Background: an optimization exercise with open tools, aiming at small area and a short achievable clock period. Do not read the settings as production practice.
Only simulation tests tie the RTL to the original design; equivalence was not proved.
No activity file was given, so power comes from the tool's default toggle rates.

==> flow/design.v (excerpt) <==
module apb_adv_timer_top #(
   parameter int NUM_TIMERS = 4
) (
   input  logic                    clk_i,
   input  logic                    reset_i,
   input  logic                    psel_i,
   input  logic                    penable_i,
   input  logic                    pwrite_i,
   input  timer_pkg::addr_t        paddr_i,
   input  timer_pkg::data_t        pwdata_i,
   output timer_pkg::data_t        prdata_o,
   output logic                    pslverr_o,
   output logic [2*NUM_TIMERS-1:0] pwm_o,     
   output logic [NUM_TIMERS-1:0]   events_o
);
For scale: ~3000 cells after synthesis, about 820 flip-flops, about 90 I/O pins.
clock: 7.0 ns
lec_check: 0
cap_margin: 20
core_margin: 2
core_utilization: 55
cts_cluster_diameter: 100
cts_cluster_size: 25
setup_slack_margin: 4.4
slew_margin: 20
run.sh (not shown) runs the stock make flow with config.mk's settings and CLKGATE_MAP_FILE= SYNTH_SCRIPT=/design/flow/synth_recipe.tcl, a recipe that flattens the netlist after the stock synthesis.
Next try:
- ABC_AREA: not set -> 1
- CORE_UTILIZATION: 55 -> 60
- SETUP_SLACK_MARGIN: 4.4 -> 4.5
Effect: Critical path depth climbs by 10; combinational power climbs by about 1%; non-clock buffer count drops by 78.
Next try:
- ABC_AREA: 1 -> not set
- CAP_MARGIN: 20 -> 0
- SETUP_SLACK_MARGIN: 4.5 -> 4.4
- SLEW_MARGIN: 20 -> 0
Fmax came out lower by 6.5%.
Total power came out higher by 0.99%.
Combinational power came out lower by about 1%.
Design area came out lower by about 4.6%.
Global-route usage came out lower by 1.3 points.
Worst setup slack loses 0.19 ns.
Sequential power came out higher by about 2%.

========
Starting RTL as in the previous note.
clock: 7.0 ns
lec_check: 0
cap_margin: 20
core_margin: 2
core_utilization: 60
cts_cluster_diameter: 100
cts_cluster_size: 25
setup_slack_margin: 4.5
slew_margin: 20
Edit:
CTS_BUF_LIST = sky130_fd_sc_hd__clkbuf_8   (was default)
CTS_CLUSTER_DIAMETER = default   (was 100)
CTS_CLUSTER_SIZE = default   (was 25)
SETUP_SLACK_MARGIN = 4.4   (was 4.5)
Via count rises by 1.2%.
Synthesized area does not change.
Synthesized cell count stays the same.
Power rises by 19%.
Edit:
ABC_AREA = 1   (was default)
CTS_BUF_LIST = default   (was sky130_fd_sc_hd__clkbuf_8)
CTS_CLUSTER_DIAMETER = 100   (was default)
CTS_CLUSTER_SIZE = 25   (was default)
What happened: Worst setup slack improves by 55 ps; die area rises by a few percent; via count grows by about a fifth; combinational power came out lower slightly; clock power came out lower by well over a third; total power went down by about a fifth.
Edit:
ABC_AREA = default   (was 1)
CTS_CLUSTER_DIAMETER = 80   (was 100)
CTS_CLUSTER_SIZE = 20   (was 25)
The changed run completed with no timing, DRC or antenna violations.
Routed wire length went down by a few percent.
Worst setup slack loses 92 ps.
Synthesized area came out lower by a few percent.
Flip-flop and latch count stays the same.
Final cell count goes down by a quarter to a third.
Core utilization came out higher by 3.0 points.
Power went up by a few percent.

========
Setup of old:
apb_adv_timer_top again, from the RTL that the note above started with.
clock: 7.0 ns
lec_check: 0
cap_margin: 20
core_margin: 2
core_utilization: 66
cts_cluster_diameter: 100
cts_cluster_size: 25
setup_slack_margin: 4.4
slew_margin: 20
#### Input delta (new over old)
Settings: TNS_END_PERCENT newly set to 5; CORE_UTILIZATION changed from 66 to 60.
Results
The flow did not stop early for new: all stages ran, and the layout cleared the timing, design-rule and antenna checks.
Looking at termination of the worst setup path, the gen_timer[2].u_tim.at_end_q result is from old; the gen_timer[1].u_tim.end_q one comes from new.
In the metrics for old and new, the one carrying the higher post-detailed-route via-to-cell ratio is old.
Diff old -> new: starting density of the core went down by 5.9 points, final area saw a decrease, normalized max-slew margin picked up an extra 10 points.
[new] power consumption fell about 0.7% relative to old

========
Setup of red:
apb_adv_timer_top again, from the RTL that the note above started with.
Settings: LEC_CHECK=0, CAP_MARGIN=20, CORE_MARGIN=2, CORE_UTILIZATION=60, CTS_CLUSTER_DIAMETER=100, CTS_CLUSTER_SIZE=30, SETUP_SLACK_MARGIN=4.4, SLEW_MARGIN=20; clock period 7.0 ns.
In summary, red completed successfully, with a layout that passed the timing, design-rule and antenna checks.
--- input diff red..blue ---
Settings: CTS_CLUSTER_SIZE changed from 30 to 25; SETUP_SLACK_MARGIN changed from 4.4 to 4.7.
### Flow results
For red, the end point of the critical path was gen_timer[0].u_tim.at_end_q$_DFF_P_, unlike blue, where it was gen_timer[2].u_tim.at_end_q$_DFF_P_. Side by side, post-CTS setup buffer count turned out higher in blue than in red. Looking at clock network fraction of design power across red and blue, the one that comes out lower is red. [compare] base=red new=blue: first-pass GRT wire length grew by 6100 um, post-synthesis to final-layout area growth grew by 5.6 points, length of routed met2 wiring held steady.
Modified inputs, green compared to blue
Settings: clearing CTS_CLUSTER_SIZE, which used to be 25; swapping 4.7 for 4.4 in SETUP_SLACK_MARGIN; clearing CTS_CLUSTER_DIAMETER, which used to be 100.
[summary]
- Diff blue..green | number of enable flip-flop cells after synthesis | unchanged
- Wire length (green vs. blue) decreases slightly
- Of blue and green, the run reporting the lower worst path setup slack after routing was green.
- Lower area of all placed cells without fillers among blue and green: green
- Diff blue -> green: detailed placer's ending HPWL increased about 0.9%; post-route fraction of the period consumed by the critical path increased 0.15 points.
Setup changes, green to orange
Settings: CTS_CLUSTER_DIAMETER: unset -> 100; GPL_ROUTABILITY_DRIVEN: unset -> 0; CTS_CLUSTER_SIZE: unset -> 25.
Results
Compared with green, orange instantiates a smaller number of standard cells. There was hardly any difference in area used by sequential logic in the layout between green and orange. Summary — clock buffer count from CTS, orange relative to green: lower, by about 54%. Diff green -> orange: number of gates resized after cts now sits higher; design area decreased about 2%. Diff green -> orange: post-route clock period utilization increased by 2.4 points relative to the old numbers; power decreased by about 17% relative to the old numbers. Number of iterations in the first detailed-routing pass in orange is 12 above green. Going from green to orange, met1 wire length has decreased; number of non-clock buffers shows an increase of 27; switching part of the total power rose by 0.56 points.

[separate check: timing with driven ports]
In the flow no input, the clock included, has a driving cell. The finished layouts below were timed again as built, in two steps.
Step 1: set_driving_cell puts a clkbuf_16 on clk_i and a buf_2 on each other input, an assumption about the parent block.
Step 2, shift: input delay + t, output delay - t, t = (earliest + latest rising clock arrival at the registers) / 2. This alone moves slack from input paths to output paths.
Three values: ideal ports, drivers, drivers and shift; two values: the first two.
run	shift t [ns]	setup WS [ns]	worst setup path at the end	worst data-port slew with drivers (ns)	pins driven straight from the clock port
the first run of note 1	0.677	4.088 / 4.088 / 3.551	input to register	0.16	1
the second run of note 1	0.688	4.305 / 4.305 / 3.809	input to register	0.06	1
the third run of note 1	0.667	4.118 / 4.118 / 3.487	input to register	0.16	1
the first run of note 2	0.677	4.189 / 4.189 / 3.540	input to register	0.13	1
the second run of note 2	0.864	4.130 / 4.130 / 3.443	input to register	0.06	1
the third run of note 2	0.683	4.184 / 4.184 / 3.598	input to register	0.05	1
the fourth run of note 2	0.684	4.092 / 4.092 / 3.505	input to register	0.13	1
old	0.684	4.096 / 4.096 / 3.624	input to register	0.06	1
new	0.667	3.904 / 3.904 / 3.543	input to register	0.06	1
red	0.663	4.119 / 4.119 / 3.611	input to register	0.16	1
blue	0.684	4.153 / 4.153 / 3.502	input to register	0.11	1
green	0.709	4.143 / 4.143 / 3.509	input to register	0.05	1
orange	0.690	3.972 / 4.000 / 3.310	input to register	0.07	1
After both steps every run listed still meets setup and hold. For the second run of note 2, which loses most, drivers alone change the setup slack by 0.000 ns; drivers and shift together by -0.687 ns.
